Context: an optimization exercise on an open-source flow, tuned for a short achievable clock period and few clock cycles. The choices shown serve that exercise and are no tape-out recipe. The RTL was checked by simulation tests, not by an equivalence proof against the original design. The clock port is modelled as an ideal driver; clocking choices that lean on that would not hold on a real chip. Power is estimated from default activity; no workload was simulated.

File: design/flow/run.sh
#!/bin/bash
# synth_recipe.tcl (not shown) runs the flow's synth.tcl, then flattens the netlist and writes it again
# the make line also repeats each setting of config.mk as NAME=value (left out here)
make -C /OpenROAD-flow-scripts/flow DESIGN_CONFIG=/design/flow/config.mk WORK_HOME=/design/flow/orfs CLKGATE_MAP_FILE= SYNTH_SCRIPT=/design/flow/synth_recipe.tcl finish
File: design/flow/config.mk
export PLATFORM = sky130hd
export DESIGN_NAME = riscv_core
export DESIGN_NICKNAME = riscv_core
export VERILOG_FILES = /design/flow/design.v
export SDC_FILE = /design/flow/constraint.sdc
export NUM_CORES = 4
export LEC_CHECK = 0
export ABC_CLOCK_PERIOD_IN_PS = 2500
export CAP_MARGIN = 20
export CORE_MARGIN = 2
export CORE_UTILIZATION = 40
export SETUP_SLACK_MARGIN = 4.5
export SLEW_MARGIN = 20
File: design/flow/constraint.sdc
create_clock -name core_clock -period 7.6 [get_ports {sys_clk}]
set_input_delay 1.5200 -clock core_clock [delete_from_list [all_inputs] [get_ports {sys_clk}]]
set_output_delay 1.5200 -clock core_clock [all_outputs]
set_load 0.01 [all_outputs]
File: design/flow/design.v
package rv_pkg;
  localparam int XLEN       = 32;
  localparam int REG_ADDR_W = 5;
  typedef logic [XLEN-1:0]       word_t;
  typedef logic [REG_ADDR_W-1:0] reg_addr_t;
  localparam logic [6:0] OP_LUI    = 7'b0110111;
  localparam logic [6:0] OP_LOAD   = 7'b0000011;
  localparam logic [6:0] OP_STORE  = 7'b0100011;
  localparam logic [6:0] OP_R_IMM  = 7'b0010011;
  localparam logic [6:0] OP_R_TYPE = 7'b0110011;
  localparam logic [2:0] F3_WORD = 3'b010;
  localparam int A_ADD  = 0;
  localparam int A_SUB  = 1;
  localparam int A_SLL  = 2;
  localparam int A_SLT  = 3;
  localparam int A_SLTU = 4;
  localparam int A_XOR  = 5;
  localparam int A_SRL  = 6;
  localparam int A_SRA  = 7;
  localparam int A_OR   = 8;
  localparam int A_AND  = 9;
  localparam int A_N    = 10;
endpackage
`timescale 1ns/1ps
module reg_file (
  input  logic              sys_clk,
  input  logic [31:1]       rd1_sel,
  input  logic [31:1]       rd2_sel,
  output rv_pkg::word_t     rs1_rdata,
  output rv_pkg::word_t     rs2_rdata,
  input  logic [31:1]       wr_en,
  input  rv_pkg::word_t     wr_data
);
  rv_pkg::word_t regs [1:31];
  always_ff @(posedge sys_clk) begin
    for (int i = 1; i < 32; i++) begin
      if (wr_en[i]) begin
        regs[i] <= wr_data;
      end
    end
  end
  always_comb begin
    rs1_rdata = '0;
    rs2_rdata = '0;
    for (int i = 1; i < 32; i++) begin
      rs1_rdata = rs1_rdata | ({32{rd1_sel[i]}} & regs[i]);
      rs2_rdata = rs2_rdata | ({32{rd2_sel[i]}} & regs[i]);
    end
  end
endmodule
`timescale 1ns/1ps
module fetch_decode (
  input  rv_pkg::word_t       instr,
  output logic                is_instr,    
  output logic                is_load,
  output logic                is_store,
  output logic                reg_write,   
  output logic                use_imm,
  output rv_pkg::reg_addr_t   rs1,         
  output rv_pkg::reg_addr_t   rs2,         
  output logic                use_rs1,
  output logic                use_rs2,
  output rv_pkg::reg_addr_t   rd,
  output logic [rv_pkg::A_N-1:0] alu_sel,
  output rv_pkg::word_t       imm
);
  logic [6:0] opcode;
  logic [2:0] f3;
  logic       alt;
  logic       lui, ld, st, opi, opr;
  assign opcode = instr[6:0];
  assign f3     = instr[14:12];
  assign alt    = instr[30];
  assign lui = (opcode == rv_pkg::OP_LUI);
  assign ld  = (opcode == rv_pkg::OP_LOAD)  && (f3 == rv_pkg::F3_WORD);
  assign st  = (opcode == rv_pkg::OP_STORE) && (f3 == rv_pkg::F3_WORD);
  assign opi = (opcode == rv_pkg::OP_R_IMM);
  assign opr = (opcode == rv_pkg::OP_R_TYPE);
  assign is_instr  = lui || ld || st || opi || opr;
  assign is_load   = ld;
  assign is_store  = st;
  assign rd        = instr[11:7];
  assign reg_write = (lui || ld || opi || opr) && (instr[11:7] != '0);
  assign use_imm   = !opr;
  assign use_rs1   = ld || st || opi || opr;
  assign use_rs2   = st || opr;
  assign rs1       = use_rs1 ? instr[19:15] : '0;
  assign rs2       = use_rs2 ? instr[24:20] : '0;
  always_comb begin
    if (lui)     imm = {instr[31:12], 12'b0};
    else if (st) imm = {{20{instr[31]}}, instr[31:25], instr[11:7]};
    else         imm = {{20{instr[31]}}, instr[31:20]};
  end
  always_comb begin
    alu_sel = '0;
    if (opi || opr) begin
      case (f3)
        3'd0: if (opr && alt) alu_sel[rv_pkg::A_SUB] = 1'b1; else alu_sel[rv_pkg::A_ADD] = 1'b1;
        3'd1: alu_sel[rv_pkg::A_SLL]  = 1'b1;
        3'd2: alu_sel[rv_pkg::A_SLT]  = 1'b1;
        3'd3: alu_sel[rv_pkg::A_SLTU] = 1'b1;
        3'd4: alu_sel[rv_pkg::A_XOR]  = 1'b1;
        3'd5: if (alt) alu_sel[rv_pkg::A_SRA] = 1'b1; else alu_sel[rv_pkg::A_SRL] = 1'b1;
        3'd6: alu_sel[rv_pkg::A_OR]   = 1'b1;
        default: alu_sel[rv_pkg::A_AND] = 1'b1;
      endcase
    end else begin
      alu_sel[rv_pkg::A_ADD] = 1'b1;   
    end
  end
endmodule
`timescale 1ns/1ps
module execute_stage (
  input  rv_pkg::word_t e_a,        
  input  rv_pkg::word_t e_an,       
  input  rv_pkg::word_t e_b,        
  input  rv_pkg::word_t m_res,      
  input  rv_pkg::word_t m_res_n,    
  input  logic          lg_fwd_a,   
  input  logic          lg_fwd_b,   
  input  logic          sh_fwd_a,   
  input  logic          sh_fwd_b,   
  input  logic          ad_fwd_a,   
  input  logic          k_add00,    
  input  logic          k_sub00,    
  input  logic          k_add10,    
  input  logic          k_sub10,    
  input  logic          k_add01,    
  input  logic          k_sub01,    
  input  logic          k_add11,    
  input  logic          k_lt00,     
  input  logic          k_lt10,     
  input  logic          k_lt01,     
  input  logic          k_ltu00,    
  input  logic          k_ltu10,
  input  logic          k_ltu01,
  input  logic [3:0]    sh_lo,      
  input  logic [3:0]    sh_mid,     
  input  logic          sh_hi,      
  input  logic          k_sll,
  input  logic          k_srl,
  input  logic          k_sra,
  input  logic          k_xor,
  input  logic          k_or,
  input  logic          k_and,
  input  logic          k_ld,       
  input  rv_pkg::word_t ld_data,
  output rv_pkg::word_t result,
  output rv_pkg::word_t addr        
);
  rv_pkg::word_t pa00, pd00, pa10, pd10, pa01, pd01, s11;
  logic [32:0]   ca00, cd00, ca10, cd10, ca01, cd01;
  logic          ltu00, ltu10, ltu01;
  rv_pkg::word_t op_a, op_b, sh_a;
  rv_pkg::word_t sll, srl, sra;
  logic [3:0]    s_lo, s_mid;
  logic          s_hi, fill;
  rv_pkg::word_t l1, l2, r1, r2;
  ks_carry i_add00 (.a(e_a),     .b(e_b),   .p(pa00), .c(ca00));
  ks_carry i_sub00 (.a(e_an),    .b(e_b),   .p(pd00), .c(cd00));
  ks_carry i_add10 (.a(m_res),   .b(e_b),   .p(pa10), .c(ca10));
  ks_carry i_sub10 (.a(m_res_n), .b(e_b),   .p(pd10), .c(cd10));
  ks_carry i_add01 (.a(e_a),     .b(m_res), .p(pa01), .c(ca01));
  ks_carry i_sub01 (.a(e_an),    .b(m_res), .p(pd01), .c(cd01));
  assign s11 = {m_res[30:0], 1'b0};
  assign ltu00 = cd00[32];
  assign ltu10 = cd10[32];
  assign ltu01 = cd01[32];
  logic          u00, u10, u01, slt_now, slt_bit;
  assign u00     = k_ltu00 || (k_lt00 && (e_a[31]   == e_b[31]));
  assign u10     = k_ltu10 || (k_lt10 && (m_res[31] == e_b[31]));
  assign u01     = k_ltu01 || (k_lt01 && (e_a[31]   == m_res[31]));
  assign slt_now = (k_lt00 && (e_a[31]   != e_b[31])   && e_a[31]) ||
                   (k_lt10 && (m_res[31] != e_b[31])   && m_res[31]) ||
                   (k_lt01 && (e_a[31]   != m_res[31]) && e_a[31]);
  assign slt_bit = slt_now || (u00 && ltu00) || (u10 && ltu10) || (u01 && ltu01);
  assign op_a = lg_fwd_a ? m_res : e_a;
  assign op_b = lg_fwd_b ? m_res : e_b;
  assign sh_a = sh_fwd_a ? m_res : e_a;
  assign s_lo  = sh_fwd_b ? (4'b0001 << m_res[1:0]) : sh_lo;
  assign s_mid = sh_fwd_b ? (4'b0001 << m_res[3:2]) : sh_mid;
  assign s_hi  = sh_fwd_b ? m_res[4] : sh_hi;
  assign fill  = k_sra && sh_a[31];
  always_comb begin
    for (int i = 0; i < 32; i++) begin
      l1[i] = (s_lo[0] && sh_a[i]) || (s_lo[1] && (i >= 1) && sh_a[(i + 31) % 32]) ||
              (s_lo[2] && (i >= 2) && sh_a[(i + 30) % 32]) || (s_lo[3] && (i >= 3) && sh_a[(i + 29) % 32]);
      r1[i] = (s_lo[0] && sh_a[i]) || (s_lo[1] && ((i + 1 < 32) ? sh_a[(i + 1) % 32] : fill)) ||
              (s_lo[2] && ((i + 2 < 32) ? sh_a[(i + 2) % 32] : fill)) ||
              (s_lo[3] && ((i + 3 < 32) ? sh_a[(i + 3) % 32] : fill));
    end
    for (int i = 0; i < 32; i++) begin
      l2[i] = (s_mid[0] && l1[i]) || (s_mid[1] && (i >= 4) && l1[(i + 28) % 32]) ||
              (s_mid[2] && (i >= 8) && l1[(i + 24) % 32]) || (s_mid[3] && (i >= 12) && l1[(i + 20) % 32]);
      r2[i] = (s_mid[0] && r1[i]) || (s_mid[1] && ((i + 4 < 32) ? r1[(i + 4) % 32] : fill)) ||
              (s_mid[2] && ((i + 8 < 32) ? r1[(i + 8) % 32] : fill)) ||
              (s_mid[3] && ((i + 12 < 32) ? r1[(i + 12) % 32] : fill));
    end
    for (int i = 0; i < 32; i++) begin
      sll[i] = s_hi ? ((i >= 16) && l2[(i + 16) % 32]) : l2[i];
      srl[i] = s_hi ? ((i + 16 < 32) ? r2[(i + 16) % 32] : fill) : r2[i];
    end
  end
  assign sra = srl;
  rv_pkg::word_t p_sel, c_sel;
  assign c_sel  = ({32{k_add00}} & ca00[31:0])
                | ({32{k_sub00}} & cd00[31:0])
                | ({32{k_add10}} & ca10[31:0])
                | ({32{k_sub10}} & cd10[31:0])
                | ({32{k_add01}} & ca01[31:0])
                | ({32{k_sub01}} & cd01[31:0])
                | {31'b0, slt_bit};
  assign result = p_sel ^ c_sel;
  assign p_sel  = ({32{k_add00}} & pa00)
                | ({32{k_sub00}} & ~pd00)
                | ({32{k_add10}} & pa10)
                | ({32{k_sub10}} & ~pd10)
                | ({32{k_add01}} & pa01)
                | ({32{k_sub01}} & ~pd01)
                | ({32{k_add11}} & s11)
                | ({32{k_sll}}   & sll)
                | ({32{k_srl || k_sra}} & srl)
                | ({32{k_xor}}   & (op_a ^ op_b))
                | ({32{k_or}}    & (op_a | op_b))
                | ({32{k_and}}   & (op_a & op_b))
                | ({32{k_ld}}    & ld_data);
  assign addr = ad_fwd_a ? (pa10 ^ ca10[31:0]) : (pa00 ^ ca00[31:0]);
endmodule
module ks_carry (
  input  rv_pkg::word_t a,
  input  rv_pkg::word_t b,
  output rv_pkg::word_t p,
  output logic [32:0]   c
);
  rv_pkg::word_t g0, p0, g1, p1, g2, p2, g3, p3, g4, p4, g5;
  assign p = a ^ b;
  always_comb begin
    g0 = a & b;
    p0 = p;
    for (int i = 0; i < 32; i++) begin
      g1[i] = (i >= 1) ? (g0[i] | (p0[i] & g0[(i + 31) % 32])) : g0[i];
      p1[i] = (i >= 1) ? (p0[i] & p0[(i + 31) % 32]) : p0[i];
    end
    for (int i = 0; i < 32; i++) begin
      g2[i] = (i >= 2) ? (g1[i] | (p1[i] & g1[(i + 30) % 32])) : g1[i];
      p2[i] = (i >= 2) ? (p1[i] & p1[(i + 30) % 32]) : p1[i];
    end
    for (int i = 0; i < 32; i++) begin
      g3[i] = (i >= 4) ? (g2[i] | (p2[i] & g2[(i + 28) % 32])) : g2[i];
      p3[i] = (i >= 4) ? (p2[i] & p2[(i + 28) % 32]) : p2[i];
    end
    for (int i = 0; i < 32; i++) begin
      g4[i] = (i >= 8) ? (g3[i] | (p3[i] & g3[(i + 24) % 32])) : g3[i];
      p4[i] = (i >= 8) ? (p3[i] & p3[(i + 24) % 32]) : p3[i];
    end
    for (int i = 0; i < 32; i++) begin
      g5[i] = (i >= 16) ? (g4[i] | (p4[i] & g4[(i + 16) % 32])) : g4[i];
    end
  end
  assign c = {g5, 1'b0};
endmodule
`timescale 1ns/1ps
module memory_writeback (
  input  logic          wb_is_load,
  input  rv_pkg::word_t wb_alu,
  input  rv_pkg::word_t dmem_read_data,
  output rv_pkg::word_t wb_data
);
  assign wb_data = wb_is_load ? dmem_read_data : wb_alu;
endmodule
`timescale 1ns/1ps
module riscv_core #(
  parameter rv_pkg::word_t RESET_PC = 32'h0
) (
  input  logic  sys_clk,
  input  logic  reset_n,
  output rv_pkg::word_t imem_addr,
  input  rv_pkg::word_t imem_read_data,
  output logic  dmem_read_cmd_valid,
  output logic  dmem_write_cmd_valid,
  output rv_pkg::word_t dmem_addr,
  output rv_pkg::word_t dmem_write_data,
  input  rv_pkg::word_t dmem_read_data
);
  localparam int N = rv_pkg::A_N;
  logic          fetch_valid;    
  logic          skid_valid;     
  rv_pkg::word_t skid;
  rv_pkg::word_t f_instr;
  logic          stall;
  assign f_instr = skid_valid ? skid : imem_read_data;
  logic              f_is_instr, f_is_load, f_is_store, f_reg_write, f_use_imm;
  logic              f_use1, f_use2;
  rv_pkg::reg_addr_t f_rs1, f_rs2, f_rd;
  logic [N-1:0]      f_alu_sel;
  rv_pkg::word_t     f_imm;
  fetch_decode i_fetch_decode (
    .instr     (f_instr),
    .is_instr  (f_is_instr),
    .is_load   (f_is_load),
    .is_store  (f_is_store),
    .reg_write (f_reg_write),
    .use_imm   (f_use_imm),
    .rs1       (f_rs1),
    .rs2       (f_rs2),
    .use_rs1   (f_use1),
    .use_rs2   (f_use2),
    .rd        (f_rd),
    .alu_sel   (f_alu_sel),
    .imm       (f_imm)
  );
  logic              d_valid, d_is_load, d_is_store, d_reg_write, d_use_imm, d_early;
  logic              d_use1, d_use2;
  logic              d_issued;   
  logic              f_super;    
  rv_pkg::reg_addr_t d_rs1_raw, d_rs2_raw;
  rv_pkg::reg_addr_t d_rs1, d_rs2, d_rd;
  logic [N-1:0]      d_alu_sel;
  rv_pkg::word_t     d_imm;
  always_ff @(posedge sys_clk) begin
    if (!reset_n) begin
      imem_addr   <= RESET_PC;
      fetch_valid <= 1'b0;
      skid_valid  <= 1'b0;
      d_valid     <= 1'b0;
    end else begin
      fetch_valid <= 1'b1;
      if (stall) begin
        if (!skid_valid) begin
          skid_valid <= fetch_valid;
        end
      end else begin
        imem_addr  <= imem_addr + 32'd4;
        skid_valid <= 1'b0;
        d_valid    <= (skid_valid || fetch_valid) && f_is_instr;
      end
    end
  end
  always_ff @(posedge sys_clk) begin
    if (stall && !skid_valid) begin
      skid <= imem_read_data;
    end
    if (!stall) begin
      d_is_load   <= f_is_load;
      d_is_store  <= f_is_store;
      d_reg_write <= f_reg_write;
      d_use_imm   <= f_use_imm;
      d_early     <= (f_is_load || f_is_store) && (f_rs1 == '0);
      d_issued    <= f_super;
      d_rs1       <= f_rs1;
      d_rs1_raw   <= f_instr[19:15];
      d_rs2_raw   <= f_instr[24:20];
      d_use1      <= f_use1;
      d_use2      <= f_use2;
      d_rs2       <= f_rs2;
      d_rd        <= f_rd;
      d_alu_sel   <= f_alu_sel;
      d_imm       <= f_use_imm ? f_imm : '0;
    end
  end
  logic              e_valid, e_is_load, e_is_store, e_reg_write;
  logic              e_super;        
  logic              e_late_mem;     
  rv_pkg::reg_addr_t e_rd;
  logic              e_fwd_s;
  logic              e_lg_fwd_a, e_lg_fwd_b, e_sh_fwd_a, e_sh_fwd_b, e_ad_fwd_a;
  logic              e_k_add00, e_k_sub00, e_k_add10, e_k_sub10, e_k_add01, e_k_sub01, e_k_add11;
  logic              e_k_lt00, e_k_lt10, e_k_lt01, e_k_ltu00, e_k_ltu10, e_k_ltu01;
  logic              e_k_sll, e_k_srl, e_k_sra, e_k_xor, e_k_or, e_k_and;
  rv_pkg::word_t     e_a, e_an, e_b, e_s;
  logic [3:0]        e_sh_lo, e_sh_mid;
  logic              e_sh_hi;
  logic              m_alu_write;    
  logic              m_load_write;   
  logic              m_early_write;  
  rv_pkg::reg_addr_t m_rd;
  rv_pkg::word_t     m_res;
  rv_pkg::word_t     m_res_n;        
  logic              w_is_load;
  logic [31:1]       w_we;
  rv_pkg::word_t     w_alu;
  rv_pkg::word_t     w_data;
  memory_writeback i_memory_writeback (
    .wb_is_load     (w_is_load),
    .wb_alu         (w_alu),
    .dmem_read_data (dmem_read_data),
    .wb_data        (w_data)
  );
  logic [31:1]   r1_sel, r2_sel;      
  logic          r1_m, r2_m;          
  logic          r1_in, r2_in;        
  logic          r1_w, r2_w;          
  logic          r1_byp, r2_byp;      
  logic          st_e, st_m;          
  rv_pkg::word_t rf_rs1, rf_rs2;
  reg_file i_reg_file (
    .sys_clk   (sys_clk),
    .rd1_sel   (r1_sel),
    .rd2_sel   (r2_sel),
    .rs1_rdata (rf_rs1),
    .rs2_rdata (rf_rs2),
    .wr_en     (w_we),
    .wr_data   (w_data)
  );
  rv_pkg::word_t d_v1, d_v2;
  assign d_v1 = r1_byp ? (({32{r1_m}} & ~m_res_n) | ({32{r1_in}} & dmem_read_data) | ({32{r1_w}} & w_alu))
                      : rf_rs1;
  assign d_v2 = r2_byp ? (({32{r2_m}} & ~m_res_n) | ({32{r2_in}} & dmem_read_data) | ({32{r2_w}} & w_alu))
                      : rf_rs2;
  assign stall = d_valid && (st_e || st_m);
  rv_pkg::reg_addr_t n_rs1, n_rs2;    
  logic              n_use1, n_use2;
  logic              e_alu_write, e_early_write, e_late_write, m_write;
  assign n_rs1  = stall ? d_rs1_raw : f_instr[19:15];
  assign n_rs2  = stall ? d_rs2_raw : f_instr[24:20];
  assign n_use1 = stall ? d_use1 : f_use1;
  assign n_use2 = stall ? d_use2 : f_use2;
  assign e_alu_write   = e_valid && e_reg_write && (!e_is_load || e_super);
  assign e_early_write = e_valid && e_reg_write && e_is_load && !e_late_mem && !e_super;
  assign e_late_write  = e_valid && e_reg_write && e_is_load && e_late_mem;
  assign m_write       = m_alu_write || m_load_write || m_early_write;
  function automatic logic [31:1] onehot(input rv_pkg::reg_addr_t r);
    onehot = '0;
    for (int i = 1; i < 32; i++) begin
      if (r == 5'(i)) onehot[i] = 1'b1;
    end
  endfunction
  logic e1, e2, m1, m2, n1_m, n1_l, n1_w, n2_m, n2_l, n2_w;
  assign e1   = (e_rd == n_rs1);
  assign e2   = (e_rd == n_rs2);
  assign m1   = (m_rd == n_rs1);
  assign m2   = (m_rd == n_rs2);
  assign n1_m = e_alu_write && e1;
  assign n1_l = e_early_write && e1;
  assign n1_w = m_write && m1 && !((e_alu_write || e_early_write) && e1);
  assign n2_m = e_alu_write && e2;
  assign n2_l = e_early_write && e2;
  assign n2_w = m_write && m2 && !((e_alu_write || e_early_write) && e2);
  always_ff @(posedge sys_clk) begin
    r1_sel <= onehot(n_rs1) & {31{n_use1}};
    r2_sel <= onehot(n_rs2) & {31{n_use2}};
    r1_byp <= (n1_m || n1_l || n1_w) && n_use1;
    r2_byp <= (n2_m || n2_l || n2_w) && n_use2;
    r1_m   <= n1_m;
    r2_m   <= n2_m;
    r1_in  <= n1_l || (n1_w && m_load_write);
    r2_in  <= n2_l || (n2_w && m_load_write);
    r1_w   <= n1_w && !m_load_write;
    r2_w   <= n2_w && !m_load_write;
    st_e   <= !stall && d_valid && d_is_load && d_reg_write && !d_issued &&
              (((d_rd == f_instr[19:15]) && f_use1) || ((d_rd == f_instr[24:20]) && f_use2));
    st_m   <= e_late_write && ((e1 && n_use1) || (e2 && n_use2));
  end
  logic early_now, load_early_now, store_early_now;
  assign early_now       = d_valid && d_early && !d_issued && !stall && !(e_valid && e_late_mem) &&
                           !(d_is_store && e_alu_write && (e_rd == d_rs2));
  assign load_early_now  = early_now && d_is_load;
  assign store_early_now = early_now && d_is_store;
  assign f_super = (skid_valid || fetch_valid) && f_is_load && (f_rs1 == '0) && !stall &&
                   !(d_valid && (d_is_load || d_is_store) && !d_issued) &&
                   !(e_valid && e_late_mem);
  always_ff @(posedge sys_clk) begin
    if (!reset_n) begin
      e_valid <= 1'b0;
    end else begin
      e_valid <= d_valid && !stall;
    end
    e_late_mem <= (d_is_load || d_is_store) && !early_now && !d_issued;
  end
  logic d_fwd_a, d_fwd_b, d_add, d_sub;
  assign d_fwd_a = e_alu_write && (e_rd == d_rs1);
  assign d_fwd_b = e_alu_write && (e_rd == d_rs2) && !d_use_imm;
  assign d_add   = d_alu_sel[rv_pkg::A_ADD] && !d_issued;
  assign d_sub   = d_alu_sel[rv_pkg::A_SUB];
  always_ff @(posedge sys_clk) begin
    e_is_load   <= d_is_load;
    e_is_store  <= d_is_store;
    e_reg_write <= d_reg_write;
    e_rd        <= d_rd;
    e_lg_fwd_a  <= d_fwd_a && (d_alu_sel[rv_pkg::A_XOR] || d_alu_sel[rv_pkg::A_OR] || d_alu_sel[rv_pkg::A_AND]);
    e_lg_fwd_b  <= d_fwd_b && (d_alu_sel[rv_pkg::A_XOR] || d_alu_sel[rv_pkg::A_OR] || d_alu_sel[rv_pkg::A_AND]);
    e_sh_fwd_a  <= d_fwd_a && (d_alu_sel[rv_pkg::A_SLL] || d_alu_sel[rv_pkg::A_SRL] || d_alu_sel[rv_pkg::A_SRA]);
    e_sh_fwd_b  <= d_fwd_b && (d_alu_sel[rv_pkg::A_SLL] || d_alu_sel[rv_pkg::A_SRL] || d_alu_sel[rv_pkg::A_SRA]);
    e_ad_fwd_a  <= d_fwd_a && (d_is_load || d_is_store);
    e_fwd_s     <= e_alu_write && (e_rd == d_rs2);
    e_super     <= d_issued;
    e_k_add00   <= d_add && !d_fwd_a && !d_fwd_b;
    e_k_sub00   <= d_sub && !d_fwd_a && !d_fwd_b;
    e_k_add10   <= d_add &&  d_fwd_a && !d_fwd_b;
    e_k_sub10   <= d_sub &&  d_fwd_a && !d_fwd_b;
    e_k_add01   <= d_add && !d_fwd_a &&  d_fwd_b;
    e_k_sub01   <= d_sub && !d_fwd_a &&  d_fwd_b;
    e_k_add11   <= d_add &&  d_fwd_a &&  d_fwd_b;   
    e_k_lt00    <= d_alu_sel[rv_pkg::A_SLT]  && !d_fwd_a && !d_fwd_b;
    e_k_lt10    <= d_alu_sel[rv_pkg::A_SLT]  &&  d_fwd_a && !d_fwd_b;
    e_k_lt01    <= d_alu_sel[rv_pkg::A_SLT]  && !d_fwd_a &&  d_fwd_b;
    e_k_ltu00   <= d_alu_sel[rv_pkg::A_SLTU] && !d_fwd_a && !d_fwd_b;
    e_k_ltu10   <= d_alu_sel[rv_pkg::A_SLTU] &&  d_fwd_a && !d_fwd_b;
    e_k_ltu01   <= d_alu_sel[rv_pkg::A_SLTU] && !d_fwd_a &&  d_fwd_b;
    e_k_sll     <= d_alu_sel[rv_pkg::A_SLL];
    e_k_srl     <= d_alu_sel[rv_pkg::A_SRL];
    e_k_sra     <= d_alu_sel[rv_pkg::A_SRA];
    e_k_xor     <= d_alu_sel[rv_pkg::A_XOR];
    e_k_or      <= d_alu_sel[rv_pkg::A_OR];
    e_k_and     <= d_alu_sel[rv_pkg::A_AND];
    e_a         <= d_v1;
    e_an        <= ~d_v1;
    e_b         <= d_imm | ({32{!d_use_imm}} & d_v2);
    e_sh_lo     <= 4'b0001 << (d_use_imm ? d_imm[1:0] : d_v2[1:0]);
    e_sh_mid    <= 4'b0001 << (d_use_imm ? d_imm[3:2] : d_v2[3:2]);
    e_sh_hi     <= d_use_imm ? d_imm[4] : d_v2[4];
    e_s         <= d_v2;
  end
  rv_pkg::word_t alu_result, st_data, addr;
  assign st_data = e_fwd_s ? ~m_res_n : e_s;
  execute_stage i_execute_stage (
    .e_a     (e_a),
    .e_an    (e_an),
    .e_b     (e_b),
    .m_res   (m_res),
    .m_res_n (m_res_n),
    .lg_fwd_a (e_lg_fwd_a),
    .lg_fwd_b (e_lg_fwd_b),
    .sh_fwd_a (e_sh_fwd_a),
    .sh_fwd_b (e_sh_fwd_b),
    .ad_fwd_a (e_ad_fwd_a),
    .k_add00 (e_k_add00),
    .k_sub00 (e_k_sub00),
    .k_add10 (e_k_add10),
    .k_sub10 (e_k_sub10),
    .k_add01 (e_k_add01),
    .k_sub01 (e_k_sub01),
    .k_add11 (e_k_add11),
    .k_lt00  (e_k_lt00),
    .k_lt10  (e_k_lt10),
    .k_lt01  (e_k_lt01),
    .k_ltu00 (e_k_ltu00),
    .k_ltu10 (e_k_ltu10),
    .k_ltu01 (e_k_ltu01),
    .sh_lo   (e_sh_lo),
    .sh_mid  (e_sh_mid),
    .sh_hi   (e_sh_hi),
    .k_sll   (e_k_sll),
    .k_srl   (e_k_srl),
    .k_sra   (e_k_sra),
    .k_xor   (e_k_xor),
    .k_or    (e_k_or),
    .k_and   (e_k_and),
    .k_ld    (e_super),
    .ld_data (dmem_read_data),
    .result  (alu_result),
    .addr    (addr)
  );
  always_ff @(posedge sys_clk) begin
    if (!reset_n) begin
      dmem_read_cmd_valid  <= 1'b0;
      dmem_write_cmd_valid <= 1'b0;
      m_alu_write          <= 1'b0;
      m_load_write         <= 1'b0;
      m_early_write        <= 1'b0;
    end else begin
      dmem_read_cmd_valid  <= (e_valid && e_is_load && e_late_mem) || load_early_now || f_super;
      dmem_write_cmd_valid <= (e_valid && e_is_store && e_late_mem) || store_early_now;
      m_alu_write          <= e_alu_write;
      m_load_write         <= e_late_write;
      m_early_write        <= e_early_write;
    end
  end
  always_ff @(posedge sys_clk) begin
    m_rd            <= e_rd;
    m_res           <= alu_result;
    m_res_n         <= ~alu_result;
    dmem_addr       <= f_super ? f_imm :
                       (d_early && !(e_valid && e_late_mem)) ? d_imm : addr;
    dmem_write_data <= (e_valid && e_late_mem) ? st_data : d_v2;
  end
  always_ff @(posedge sys_clk) begin
    if (!reset_n) begin
      w_we      <= '0;
      w_is_load <= 1'b0;
    end else begin
      w_we      <= m_write ? onehot(m_rd) : '0;
      w_is_load <= m_load_write;
    end
  end
  always_ff @(posedge sys_clk) begin
    w_alu <= m_early_write ? dmem_read_data : ~m_res_n;
  end
endmodule
==> metrics.md, run 1 <==
| Metric | Value |
|---|---|
| Root Buffer | clkbuf_16 |
| CP Cell Sequence | buf_6 -> buf_12 -> mux2i_4 -> nor2_1 -> or4_1 -> a21oi_1 -> o211ai_1 -> o211ai_1 -> nand4_1 -> xor2_1 |
| Fin Clk Skew | a little over 0.07 ns |
| Cell count of the worst reg-to-reg path | 10 |
| Worst-path clk slew | 0.06 ns |
| DPL Wire Length | 237.8 mm |
| Worst slew margin | 14.76% |
| Fin nets | approximately 7.4k |
| FF+latch count, synth | 1579 |
| Post-synthesis async set-or-reset flop share | 0% |
| Worst Hold Path Cells | 0 |
| Busiest metal layer after global routing | met2 |
| Final wirelength | between 300 and 400 mm |
| Delay-heaviest family, CP | simple AND/OR/NAND/NOR gates |
| Setup violators final | 0 |
| H-tree levels | 4 |
| GR Util met1 | a little under half |
| Initial core utilization | 40.32% |
| Routed WL per cell | a little over 40 µm |
| Worst slack, placed | around 2.5 ns |
| Critical path's most frequent cell | o211ai_1 |
| Die area | between 150000 and 200000 µm² |
| Global router's overall resource usage | slightly below 40% |
| Share of cells above drive strength 1 | roughly a fifth |
| Initial antenna violation count | 31 |
| Setup TNS | 0 ns |
| Mapped Cells | approximately 6.8k |
| # rows | 160 |
| Max FO, Critical Path | 6 |
| GR Overflow Total | 0 |
| VDD IR max | 0.0002364 V |
| Largest stage delay, worst path | roughly 0.65 ns |
| Critical path depth | 10 |
| Gpl congestion | 1.061 |
| Hold Buf Count CTS | 0 |
| Critical Path Slowest Stage Cell | or4_1 |
| Ranking of synthesized cells by area | edfxtp_1, dfxtp_1, a22oi_1, ha_1, a221oi_1 |
| Post-synth EDFFs | between 1k and 1.5k |
| Largest net degree at the start of global routing | 68 |
| Die width | roughly 440 µm |
| Crit Path Class | reg -> reg |
| RSZ-0062 raised after global routing | true |
| Crit start category | flop |
| CP Buf/Inv Count | 2 |
| DRC viols | 0 |
| Pins Over Slew Limit | 0 |
| CTS Buf Count | 170 |
| Num ports | ~160 |
| First-pass GRT wire length | between 500 and 600 mm |
| Vias in the first global route | around 67k |
| Sinks on Clock Net | ~1.6k |
| Setup WS post-layout | around 4.2 ns |
| Run status | finished clean |
| Post-route ant nets | 0 |
| Hold_ws | 0.3510 ns |
| Skew-Pair Late Insertion Delay | ~0.87 ns |
| Ys Warns | 6 |
| Most common flop cell mapped by yosys | edfxtp_1 |
| Cell area power density | about 210 nW/µm² |
| Critical Path Sink Type | flop |
| Static Leak | 32.60 nW |
| Period utilisation layout | 45.28% |
| Distinct cells, synth | 108 |
| Max Cap Viol | 0 |
| Via count | just over 70k |
| Synth top area share | ~42% |
| Number of fill cells | around 17k |
| Worst-margin pin slew | roughly 1.3 ns |
| Area grow syn2layout | 21.45% |
| Synth area leader | edfxtp_1 |
| Number of port buffers | between 150 and 200 |
| Post-synthesis sequential area ratio | a little under three fifths |
| DRT iter0 DRCs | between 10k and 15k |
| Fin crit period | about 3.4 ns |
| Mapped Area | 76850 µm² |
| CTS tree | built |
| Die height | ~440 µm |
| Fmax achieved | between 0.2 and 0.3 GHz |
| Hold Crit Class | reg -> reg |
| Via density | between 7 and 8 |
| Core Box Area | ~190000 µm² |
| First-pass iteration count of the detailed router | 9 |
| Crit path arrival time | 4.17 ns |
| Mapped Avg Cell Area | around 11 µm² |
| Max Buffers Root-to-Sink | 3 |
| Final-report hold violation count | 0 |
| Met3 Resource Use GR | 13.91% |
| Worst endpoint required time | around 8.3 ns |
| Met2 Use GR | 57.23% |
## area by class of cell
class                   instances  area [µm²]  area share (%)
clock buffers                 210        4598           4.927
flip-flops and latches       1579       42930           45.99
well taps                    2511        3142           3.366
clock inverters               101        1200           1.286
diodes                         15       37.54         0.04022
inverters                     214       834.6          0.8941
multi-input cells            4570       35660           38.21
repair buffers                541        4933           5.286
## logic make-up (layout without fill, tap and decap cells)
group                      count (synthesis)  count (layout)  share of synthesized area [%]
other                                      1              17                       0.004879
DFF                                     1579            1579                          55.29
buffers and inverters                    640            1066                          3.258
xor gates and xnor gates                 175             175                          1.994
adders and majority gates                256             256                          4.187
AOI/OAI and AO/OA                       2341            2345                          22.48
muxes                                    228             228                          3.180
and+or+nand+nor                         1562            1564                          9.612
## metal layers
| metal | wire length, µm | vias up | part of all wire (%) |
|---|---|---|---|
| li1 | - | 27510 | - |
| met4 | 40000 | 38 | 10 |
| met2 | 164000 | 7057 | 41 |
| met1 | 132400 | 34760 | 33 |
| met5 | 406 | - | 0.10 |
| met3 | 59880 | 2284 | 15 |
## report_power, final
part	internal, W	switching (W)
sequential	0.00931	0.000187
combinational	0.000597	0.00108
clock	0.00492	0.00377
## stage by stage
| stage | instances | total power, W | util, % | area, µm² |
|---|---|---|---|---|
| final | 9741 | 0.01986 | 48.97 | 93330 |
| after CTS | 9616 | 0.01966 | 47.63 | 90780 |
| after global routing | 9733 | 0.02029 | 48.96 | 93310 |
| after floorplan | 6783 | 0.01037 | - | 76920 |
| after detailed placement | 9171 | 0.01097 | 42.67 | 81330 |
| after global placement | 9170 | 0.01096 | 42.66 | 81310 |
## cell usage after synthesis, types with 33 or more instances
master    number
a211oi_1      42
a21o_1       118
a21oi_1      308
a221oi_1     306
a22o_1       266
a22oi_1      573
a31oi_1       43
a32oi_1       36
buf_1         66
clkbuf_1     333
dfxtp_1      492
edfxtp_1    1087
ha_1         254
inv_1        206
mux2_2        76
mux2i_1      141
nand2_1      393
nand2b_1      33
nand3_1      213
nand4_1      145
nor2_1       480
nor3_1        96
o211ai_1      33
o21ai_0      235
o22ai_1       72
xnor2_1       95
xor2_1        80
## worst register-to-register path: cells and delay by family (launching register included)
family / cells / cell delay (ns)
AND/OR/NAND/NOR: 3 / 1.12
AO/OA/AOI/OAI: 3 / 0.93
flip-flops: 1 / 0.40
multiplexers: 1 / 0.37
buffers and inverters: 2 / 0.32
XOR/XNOR: 1 / 0.22
## registers in the layout, summed over array words and instances (netlist names), 10 cells and up
| name | count |
|---|---|
| r1_sel | 31 |
| d_alu_sel | 10 |
| r2_sel | 31 |
| dmem_write_data | 32 |
| m_res | 32 |
| w_alu | 32 |
| w_we | 31 |
| d_imm | 32 |
| e_s | 32 |
| imem_addr | 30 |
| e_b | 32 |
| e_an | 32 |
| m_res_n | 32 |
| i_reg_file.regs | 992 |
| e_a | 32 |
| skid | 32 |
| dmem_addr | 32 |
## repair_timing
action / 4_1_cts / 5_1_grt
setup endpoints to repair: 307 / 196
gates resized for setup: 669 / 332
pin swaps: 95 / 166
setup buffers: 122 / 108
cloned: 12 / 2
## cells in the final DEF (no fill, tap or decap), types with 34 or more instances in the layout
cell type and instances:
a21oi_1 257, a31oi_1 37, clkbuf_16 175, nand2_1 382, o22ai_1 63, inv_1 200, nand4_1 145, dfxtp_4 74
a21o_1 118, xnor2_1 87, nor3_1 67, a32oi_1 36, nand3_1 198, mux2_2 75, a22o_1 263, edfxtp_1 1087
dfxtp_2 128, o21ai_0 194, nor2_1 448, dlygate4sd2_1 89, mux2i_1 106, dfxtp_1 290, ha_1 207, clkinv_2 34
buf_4 312, xor2_1 78, a22oi_1 565, buf_6 37, a21oi_2 36, a221oi_1 292, clkdlybuf4s50_1 64
## path summary, 6_finish.rpt
check | slack, ns | to | from
worst max register to register | 4.16 | m_res_n[30] | e_sh_fwd_a
worst min register to register | 0.35 | e_k_sll | d_alu_sel[2]
worst max-delay path | 4.16 | m_res_n[30] | e_sh_fwd_a
worst min-delay path | 0.35 | e_k_sll | d_alu_sel[2]
Testbench counts, summed over its fixed seeds: cycles 12,194.
==> inputs of run 2 (changes only) <==
==> design/flow/flow/run.sh (new file) <==
#!/bin/bash
# The standard layout, with more timing repair: after the usual repair_timing call in CTS and in
# global routing, repair_timing runs again for setup (the same margin), then once more for hold.
# Everything else is the standard flow (standard.sh), including its synthesis.
set -euo pipefail
W=$(pwd)
bash standard.sh finish PRE_CTS_TCL="$W/flow/more_repair.tcl" \
  PRE_GLOBAL_ROUTE_TCL="$W/flow/more_repair.tcl" > "$W/orfs_make.log" 2>&1
==> design/flow/flow/more_repair.tcl (new file) <==
# Sourced by ORFS's cts.tcl and global_route.tcl before their timing repair. Replaces
# repair_timing_helper (scripts/util.tcl) with one that makes the same call and then repeats
# the setup repair, which often gets further from where the first call stopped.
proc repair_timing_helper { args } {
  set additional_args {}
  append_env_var additional_args SETUP_SLACK_MARGIN -setup_margin 1
  append_env_var additional_args HOLD_SLACK_MARGIN -hold_margin 1
  append_env_var additional_args SETUP_MOVE_SEQUENCE -sequence 1
  append_env_var additional_args TNS_END_PERCENT -repair_tns 1
  append_env_var additional_args SKIP_PIN_SWAP -skip_pin_swap 0
  append_env_var additional_args SKIP_GATE_CLONING -skip_gate_cloning 0
  append_env_var additional_args SKIP_BUFFER_REMOVAL -skip_buffer_removal 0
  append_env_var additional_args SKIP_LAST_GASP -skip_last_gasp 0
  append_env_var additional_args SKIP_VT_SWAP -skip_vt_swap 0
  append_env_var additional_args SKIP_CRIT_VT_SWAP -skip_crit_vt_swap 0
  append_env_var additional_args MATCH_CELL_FOOTPRINT -match_cell_footprint 0
  lappend additional_args {*}$args -verbose
  log_cmd repair_timing {*}$additional_args

  set setup_args {}
  append_env_var setup_args SETUP_SLACK_MARGIN -setup_margin 1
  append_env_var setup_args MATCH_CELL_FOOTPRINT -match_cell_footprint 0
  for {set i 0} {$i < 3} {incr i} {
    log_cmd repair_timing -setup {*}$setup_args -repair_tns 100 -verbose
  }
  set hold_args {}
  append_env_var hold_args HOLD_SLACK_MARGIN -hold_margin 1
  append_env_var hold_args MATCH_CELL_FOOTPRINT -match_cell_footprint 0
  log_cmd repair_timing -hold {*}$hold_args -verbose
}
==> design/flow/standard.sh (new file) <==
#!/bin/bash
# synth_recipe.tcl (not shown) runs the flow's synth.tcl, then flattens the netlist and writes it again
# the make line also repeats each setting of config.mk as NAME=value (left out here)
make -C /OpenROAD-flow-scripts/flow DESIGN_CONFIG=/design/flow/config.mk WORK_HOME=/design/flow/orfs CLKGATE_MAP_FILE= SYNTH_SCRIPT=/design/flow/synth_recipe.tcl "${@:-finish}"
removed: design/flow/run.sh
==> run 2 against run 1 <==
Flip-flop and latch count is the same. Register-to-register slack improved by 0.04 ns. Largest cell class unchanged. Critical endpoint is now m_res[30]. Wire length is 0.49% higher. Highest routed layer unchanged. Sequential power barely moved. Worst setup slack improved by 0.042 ns.
==> metrics.md, run 2 <==
| Metric | Value |
|---|---|
| Run status | finished clean |
| Initial core utilization | 40.32% (unchanged) |
| First-pass iteration count of the detailed router | 10 (+1) |
| Ranking of synthesized cells by area | edfxtp_1, dfxtp_1, a22oi_1, ha_1, a221oi_1 |
| Commonest non-fill, non-tap cell in the layout | edfxtp_1 |
| Most numerous cell in the Yosys netlist | edfxtp_1 |
| FF+latch count, synth | 1579 (unchanged) |
| Mapped Area | 76850 µm² (unchanged) |
| Hold_ws | 0.3450 ns (-0.006057 ns) |
| Number of port buffers | 161 (unchanged) |
| Synth top area share | 42.47% (unchanged) |
| Gpl congestion | 1.061 (unchanged) |
| Routed WL per cell | 40.59 µm (-0.34%) |
| Setup TNS | 0 ns (unchanged) |
| Global router's overall resource usage | 38.92% (+0.16 points) |
| Max FO, Critical Path | 5 (-1) |
| Mapped Cells | 6782 (unchanged) |
| Skew-Pair Late Insertion Delay | 0.86 ns (about the same) |
| Worst-margin pin slew | 1.327 ns (+0.04849 ns) |
| Via density | 7.316 (-0.53%) |
| Cell area power density | 209.7 nW/µm² (-1.5%) |
| Worst-path clk slew | 0.06 ns (about the same) |
| Die height | 442.3 µm (unchanged) |
| Pins Over Slew Limit | 0 (unchanged) |
| Commonest cells after routing, fill and taps aside | edfxtp_1, a22oi_1, nor2_1 |
| Die width | 442.3 µm (unchanged) |
| DRT iter0 DRCs | 13.34k (-0.66%) |
| CTS tree | built |
| Synth area leader | edfxtp_1 |
| Ys Warns | 6 (unchanged) |
| Final wirelength | 398.7 mm (+0.49%) |
| Period utilisation layout | 44.73% (-0.55 points) |
| Max reg flops | 992 (unchanged) |
| Via count | 71.86k (+0.29%) |
| Crit start category | flop |
| Worst endpoint required time | 8.29 ns (-0.03 ns) |
| Post-synthesis sequential area ratio | 55.29% (unchanged) |
| DRC viols | 0 (unchanged) |
| First-pass GRT wire length | 537.6 mm (+0.38%) |
| Sinks on Clock Net | 1579 (unchanged) |
| GR Overflow Total | 0 (unchanged) |
| Fin nets | 7475 (+1.0%) |
| Critical Path Sink Type | flop |
| Mapped Avg Cell Area | 11.33 µm² (unchanged) |
| Hold Crit Class | reg -> reg |
| Die area | 195700 µm² (unchanged) |
| DPL Wire Length | 237.8 mm (unchanged) |
| Crit path arrival time | 4.09 ns (-0.08 ns) |
| Post-synthesis async set-or-reset flop share | 0% (unchanged) |
| Most common flop cell mapped by yosys | edfxtp_1 |
| Largest net degree at the start of global routing | 68 (unchanged) |
| Final-report hold violation count | 0 (unchanged) |
| Post-synth EDFFs | 1087 (unchanged) |
| Post-route ant nets | 0 (unchanged) |
| Worst slew margin | 11.53% (-3.2 points) |
| Fmax achieved | 0.2942 GHz (+1.2%) |
| Vias in the first global route | 67.12k (+0.65%) |
| VDD IR max | 0.0002338 V (-1.1%) |
| Top reg by flops | i_reg_file.regs |
| Initial antenna violation count | 27 (-13%) |
| CTS Buf Count | 170 (unchanged) |
| Distinct cells, synth | 108 (unchanged) |
| Fin crit period | 3.399 ns (-0.04187 ns) |
| Num ports | 164 (unchanged) |
| Setup violators final | 0 (unchanged) |
| Fin Clk Skew | 0.06819 ns (-0.004062 ns) |
| Max Cap Viol | 0 (unchanged) |
| # rows | 160 (unchanged) |
| Area grow syn2layout | 24.07% |
| Core Box Area | 190600 µm² (unchanged) |
| Top post-synthesis cells by count | edfxtp_1, a22oi_1, dfxtp_1, nor2_1, nand2_1 |
| Share of cells above drive strength 1 | 22.89% (+2.7 points) |
| Static Leak | 33.30 nW (+2.1%) |
| Hold Buf Count CTS | 0 (unchanged) |
| Crit Path Class | reg -> reg |
| RSZ-0062 raised after global routing | true |
[run 2: final timing paths]
path | start | endpoint | slack [ns] | depth (start not counted)
worst max-delay path | m_res[1] | m_res[30] | 4.20 | 14
worst min-delay path | d_alu_sel[2] | e_k_sll | 0.34 | 0
worst min register to register | d_alu_sel[2] | e_k_sll | 0.34 | 0
worst max register to register | m_res[1] | m_res[30] | 4.20 | 14
[run 2: cell type report]
class,instances,area (µm²)
tap,2511,3142
clock buffer,210,4598
multi-input combinational,4570,36760
fill,16660,95230
clock inverter,101,1200
sequential,1579,42940
timing repair buffer,618,5838
antenna,19,47.55
inverter,214,832.0
[run 2: logic make-up after synthesis]
logic type | count (synthesis) | share of synthesized area, %
buffers and inverters | 640 | 3.258
AND/OR/NAND/NOR | 1562 | 9.612
XOR/XNOR | 175 | 1.994
flip-flops | 1579 | 55.29
adder cells (fa/ha/maj) | 256 | 4.187
AO/OA/AOI/OAI | 2341 | 22.48
multiplexers | 228 | 3.180
other | 1 | 0.004879
[run 2: repair_timing]
| item | 4_1_cts | 5_1_grt |
|---|---|---|
| cloned | 13 | 1 |
| setup endpoints to repair | 307 | 195 |
| buffers inserted | 181 | 126 |
| pin swaps | 244 | 364 |
| resized for setup | 838 | 432 |
[run 2: stage by stage]
step	worst slack [ns]	utilization, %	instance area [µm²]	power [W]	instances
final	4.201	50.03	95350	0.01999	9822
after detailed placement	2.477	42.67	81330	0.01097	9171
after global routing	4.184	50.02	95320	0.02043	9810
after floorplan	4.508	-	76920	0.01037	6783
after CTS	4.266	48.34	92130	0.01972	9676
after global placement	1.843	42.66	81310	0.01096	9170
[run 2: layer usage]
metal / vias up / wire length, µm / global-route usage (%)
met1: 34750 / 133000 / 46.36
met3: 2295 / 60080 / 14.12
li1: 27690 / - / -
met5: - / 217 / 0.3907
met2: 7105 / 164900 / 57.37
met4: 20 / 40470 / 29.37
[run 2: worst max-delay path, stage by stage (launching register included)]
cell	delay, ns
dfxtp_4	0.39
buf_12	0.14
buf_8	0.12
buf_12	0.12
nand2_8	0.07
buf_12	0.11
a2bb2oi_4	0.19
buf_6	0.13
nor2_1	0.06
or4_4	0.55
a21oi_2	0.13
o211ai_1	0.14
o211ai_1	0.67
nand4_1	0.28
xnor2_1	0.19
[run 2: power breakdown]
group          internal, W  leakage [nW]  total, W  switching (W)
Clock              0.00492          2.79   0.00868        0.00376
Combinational     0.000682          16.5   0.00182        0.00114
Sequential         0.00931          14.0   0.00949       0.000188
==> inputs of run 3 (changes only) <==
--- a/design/flow/design.v
+++ b/design/flow/design.v
@@ -115,7 +115,6 @@
   input  rv_pkg::word_t e_an,       
   input  rv_pkg::word_t e_b,        
   input  rv_pkg::word_t m_res,      
-  input  rv_pkg::word_t m_res_n,    
   input  logic          lg_fwd_a,   
   input  logic          lg_fwd_b,   
   input  logic          sh_fwd_a,   
@@ -159,7 +158,7 @@
   ks_carry i_add00 (.a(e_a),     .b(e_b),   .p(pa00), .c(ca00));
   ks_carry i_sub00 (.a(e_an),    .b(e_b),   .p(pd00), .c(cd00));
   ks_carry i_add10 (.a(m_res),   .b(e_b),   .p(pa10), .c(ca10));
-  ks_carry i_sub10 (.a(m_res_n), .b(e_b),   .p(pd10), .c(cd10));
+  ks_carry i_sub10 (.a(~m_res),  .b(e_b),   .p(pd10), .c(cd10));
   ks_carry i_add01 (.a(e_a),     .b(m_res), .p(pa01), .c(ca01));
   ks_carry i_sub01 (.a(e_an),    .b(m_res), .p(pd01), .c(cd01));
   assign s11 = {m_res[30:0], 1'b0};
@@ -375,7 +374,6 @@
   logic              m_early_write;  
   rv_pkg::reg_addr_t m_rd;
   rv_pkg::word_t     m_res;
-  rv_pkg::word_t     m_res_n;        
   logic              w_is_load;
   logic [31:1]       w_we;
   rv_pkg::word_t     w_alu;
@@ -403,9 +401,9 @@
     .wr_data   (w_data)
   );
   rv_pkg::word_t d_v1, d_v2;
-  assign d_v1 = r1_byp ? (({32{r1_m}} & ~m_res_n) | ({32{r1_in}} & dmem_read_data) | ({32{r1_w}} & w_alu))
+  assign d_v1 = r1_byp ? (({32{r1_m}} & m_res) | ({32{r1_in}} & dmem_read_data) | ({32{r1_w}} & w_alu))
                       : rf_rs1;
-  assign d_v2 = r2_byp ? (({32{r2_m}} & ~m_res_n) | ({32{r2_in}} & dmem_read_data) | ({32{r2_w}} & w_alu))
+  assign d_v2 = r2_byp ? (({32{r2_m}} & m_res) | ({32{r2_in}} & dmem_read_data) | ({32{r2_w}} & w_alu))
                       : rf_rs2;
   assign stall = d_valid && (st_e || st_m);
   rv_pkg::reg_addr_t n_rs1, n_rs2;    
@@ -512,13 +510,12 @@
     e_s         <= d_v2;
   end
   rv_pkg::word_t alu_result, st_data, addr;
-  assign st_data = e_fwd_s ? ~m_res_n : e_s;
+  assign st_data = e_fwd_s ? m_res : e_s;
   execute_stage i_execute_stage (
     .e_a     (e_a),
     .e_an    (e_an),
     .e_b     (e_b),
     .m_res   (m_res),
-    .m_res_n (m_res_n),
     .lg_fwd_a (e_lg_fwd_a),
     .lg_fwd_b (e_lg_fwd_b),
     .sh_fwd_a (e_sh_fwd_a),
@@ -569,7 +566,6 @@
   always_ff @(posedge sys_clk) begin
     m_rd            <= e_rd;
     m_res           <= alu_result;
-    m_res_n         <= ~alu_result;
     dmem_addr       <= f_super ? f_imm :
                        (d_early && !(e_valid && e_late_mem)) ? d_imm : addr;
     dmem_write_data <= (e_valid && e_late_mem) ? st_data : d_v2;
@@ -584,6 +580,6 @@
     end
   end
   always_ff @(posedge sys_clk) begin
-    w_alu <= m_early_write ? dmem_read_data : ~m_res_n;
+    w_alu <= m_early_write ? dmem_read_data : m_res;
   end
 endmodule
==> run 3 against run 2 <==
Still clean. Fmax about the same. Critical path depth shrank 3. Total power is 3.0% lower. Global-route usage grew 1.2 points. Non-clock buffer count fell by 45. Highest routed layer unchanged. Final cell count shrank 0.89%. Sequential power fell by 2.1%. Synthesized cell count rose by 0.10%. Cell area shrank 3.8%. Flip-flop and latch count decreased by 32. Hold slack better by 0.031 ns. Largest power group unchanged.
==> metrics.md, run 3 <==
| Metric | Value |
|---|---|
| Max reg flops | 992 (unchanged) |
| CTS Buf Count | 166 (-2.4%) |
| Switch share | 25.13% (-0.30 points) |
| Fin crit period | 3.400 ns (+0.001170 ns) |
| Vias in the first global route | 66.84k (-0.42%) |
| Most common flop cell mapped by yosys | edfxtp_1 |
| Hold Crit Class | reg -> reg |
| Skew-Pair Late Insertion Delay | 0.87 ns (about the same) |
| Commonest cells after routing, fill and taps aside | edfxtp_1, a22oi_1, nor2_1 |
| Ranking of synthesized cells by area | edfxtp_1, dfxtp_1, a22oi_1, ha_1, a221oi_1 |
| Mapped Area | 76000 µm² (-1.1%) |
| Ys Warns | 6 (unchanged) |
| Post-synth EDFFs | 1087 (unchanged) |
| Crit Path Class | reg -> reg |
| DPL Wire Length | 247.2 mm (+4.0%) |
| Num ports | 164 (unchanged) |
| Max Cap Viol | 0 (unchanged) |
| Gpl congestion | 1.076 (+1.4%) |
| Fin nets | 7404 (-0.95%) |
| Share of cells above drive strength 1 | 19.91% (-3.0 points) |
| Sequential power share | 47.9% (+0.4 points) |
| Period utilisation layout | 44.74% (about the same) |
| Top post-synthesis cells by count | edfxtp_1, a22oi_1, nor2_1, dfxtp_1, nand2_1 |
| Setup WS post-layout | 4.200 ns (-0.001170 ns) |
| Post-synthesis sequential area ratio | 55.07% (-0.22 points) |
| Die area | 193500 µm² (-1.1%) |
| VDD IR max | 0.0001743 V (-25%) |
| Crit path arrival time | 4.09 ns (about the same) |
| Combinational share of power | 9.0% (about the same) |
| Setup TNS | 0 ns (unchanged) |
| Critical Path Sink Type | flop |
| Largest net degree at the start of global routing | 76 (+12%) |
| RSZ-0062 raised after global routing | true |
| Number of port buffers | 161 (unchanged) |
| Worst-path clk slew | 0.06 ns (about the same) |
| Synth top area share | 42.95% (+0.48 points) |
| Fin Clk Skew | 0.04387 ns (-0.02432 ns) |
| Sw power | 0.004871 W (-4.2%) |
| First-pass iteration count of the detailed router | 10 (unchanged) |
| Fmax achieved | 0.2941 GHz (about the same) |
| Worst slack, placed | 2.846 ns (+0.3687 ns) |
| First-pass GRT wire length | 540.8 mm (+0.61%) |
| # rows | 159 (-0.63%) |
| Routed WL per cell | 41.50 µm (+2.3%) |
| Final std cells w/o fill | 9735 (-0.89%) |
| Sinks on Clock Net | 1547 (-2.0%) |
| CP Cell Sequence | ha_4 -> inv_2 -> fa_2 -> and2b_2 -> o2111ai_4 -> a2111oi_4 -> buf_6 -> o32ai_4 -> xnor2_2 -> o211ai_1 -> a21oi_1 |
| Worst-margin pin slew | 1.224 ns (-0.1029 ns) |
| Mapped Cells | 6789 (+0.10%) |
| Die height | 439.9 µm (-0.55%) |
| Post-synthesis async set-or-reset flop share | 0% (unchanged) |
| Setup violators final | 0 (unchanged) |
| Worst slew margin | 18.39% (+6.9 points) |
| Via count | 71.41k (-0.62%) |
| Crit start category | flop |
| Initial antenna violation count | 21 (-22%) |
| DRC viols | 0 (unchanged) |
| Die width | 439.9 µm (-0.55%) |
| CTS tree | built |
| Final-report hold violation count | 0 (unchanged) |
| Dpl cells | 9156 (-0.16%) |
| Worst endpoint required time | 8.29 ns (about the same) |
| Clock group share of total power | 43.0% (-0.4 points) |
| Top reg by flops | i_reg_file.regs |
| FF+latch count, synth | 1547 (-2.0%) |
| Static Leak | 31.67 nW (-4.9%) |
| Commonest non-fill, non-tap cell in the layout | edfxtp_1 |
| Cell area power density | 211.4 nW/µm² (+0.81%) |
| Pins Over Slew Limit | 0 (unchanged) |
| Max FO, Critical Path | 4 (-1) |
| Post-route core utilization | 48.73% (-1.3 points) |
| PnR Total Power | 0.01938 W (-3.0%) |
| GR Overflow Total | 0 (unchanged) |
| Critical Path Slowest Stage Cell | o211ai_1 |
| Mapped Avg Cell Area | 11.19 µm² (-1.2%) |
| Synth area leader | edfxtp_1 |
| P_int | 0.01451 W (-2.7%) |
| Most numerous cell in the Yosys netlist | edfxtp_1 |
| Run status | finished clean |
| Distinct cells, synth | 104 (-3.7%) |
| Final wirelength | 404.0 mm (+1.3%) |
| Core Box Area | 188200 µm² (-1.3%) |
| Post-route ant nets | 0 (unchanged) |
| Largest stage delay, worst path | 0.89 ns (+0.22 ns) |
| Global router's overall resource usage | 40.08% (+1.2 points) |
| DRT iter0 DRCs | 13.27k (-0.52%) |
| Via density | 7.335 (+0.26%) |
| Initial core utilization | 40.38% (+0.057 points) |
| Area grow syn2layout | 20.67% |
| Hold Buf Count CTS | 0 (unchanged) |
==> run 3: cell types whose count changed after synthesis, sizes merged, moves of 17 or more <==
cell / before / now
xor2: 80 / 56
a22oi: 574 / 554
mux2: 78 / 43
o21ai: 255 / 272
clkbuf: 333 / 363
a21o: 118 / 95
o211ai: 33 / 51
dfxtp: 492 / 460
inv: 208 / 225
a21oi: 309 / 341
nor4: 34 / 52
==> run 3: per-layer routing <==
metal  track usage, %  vias to the layer above  wire [µm]
met3            15.71                     2349      62290
met4            31.78                       26      41270
li1                 -                    27440          -
met2            57.68                     7132     164700
met1            47.52                    34470     135500
met5           0.7196                        -        337
==> run 3: cell type report <==
type                    instances  area, µm²
inverters                     231      914.6
repair buffers                573       5169
diodes                         16      40.04
clock buffers                 216       4467
flip-flops and latches       1547      42280
multi-input cells            4563      34660
fillers                     16880      96490
well taps                    2495       3122
clock inverters                94       1062
==> run 3: worst paths after layout <==
check                    start             to  slack, ns  cells after the start
setup / recovery        e_b[0]  dmem_addr[18]       4.20                     11
hold / removal    d_alu_sel[6]        e_k_srl       0.38                      0
setup reg to reg        e_b[0]  dmem_addr[18]       4.20                     11
hold reg to reg   d_alu_sel[6]        e_k_srl       0.38                      0
==> run 3: stage by stage <==
stage	instance area (µm²)	hold WS, ns
2_1_floorplan	76140	0.3290
3_3_place_gp	80460	0.3613
3_5_place_dp	80520	0.3586
4_1_cts	89370	0.3723
5_1_grt	91680	0.3883
6_report	91710	0.3760
==> run 3: power by group through the flow <==
stage | Combinational [W] | Sequential, W | Clock [W]
floorplan | 0.000774 | 0.00937 | 0
global placement | 0.00127 | 0.00948 | 0
detailed placement | 0.00127 | 0.00948 | 0
CTS | 0.00152 | 0.00928 | 0.00835
global route | 0.00181 | 0.00928 | 0.00867
finish | 0.00175 | 0.00929 | 0.00834
==> run 3: cell families after synthesis <==
kind of cell	count (synthesis)	share of synthesized area, %
compound gates	2345	22.61
other cells	1	0.004934
fa+ha+maj	256	4.234
simple gates	1602	10.03
xor+xnor	148	1.706
buf+inv	686	3.579
flops	1547	55.07
mux	204	2.768
==> run 3: timing repair <==
action | in CTS | in global routing
hold endpoints to repair | 0 | 0
pin swaps | 120 | 197
buffers inserted | 134 | 108
endpoints found under the setup margin | 245 | 167
cloned | 7 | 4
gates resized for setup | 674 | 296
==> run 3: worst max-delay path: cells and delay by family (launching register included) <==
family / cells / cell delay (ns)
flip-flops: 1 / 0.38
XOR/XNOR: 1 / 0.18
buffers and inverters: 2 / 0.22
AND/OR/NAND/NOR: 1 / 0.28
AO/OA/AOI/OAI: 5 / 1.69
adder cells (fa/ha/maj): 2 / 0.49
Testbench counts of run 3, summed over its fixed seeds: cycles 12,194.

[separate check: timing with driven ports]
How much do the figures lean on ideal ports? The routed layouts below were timed once more, with nothing changed but the port constraints. Step 1 assumes that a clkbuf_16 drives the clock port and a buf_2 every other input. Step 2 also shifts input and output timing later by t, the mid clock arrival at the registers, as if the neighbouring blocks saw the same clock. Three values: ideal, step 1, step 2; two values: the first two.
run	shift t [ns]	setup WS [ns]	hold slack, ns	worst setup path after step 2
run 1	0.927	4.159 / 4.159 / 3.597	0.351 / 0.351 / 0.351	input to register
run 2	0.924	4.201 / 4.201 / 3.633	0.345 / 0.345 / 0.345	input to register
run 3	0.937	4.200 / 4.200 / 3.565	0.376 / 0.376 / 0.376	input to register
After both steps setup and hold are still met in every run listed. The setup slack of run 3, which loses most, moves by 0.000 ns with the drivers and by -0.635 ns with both steps.
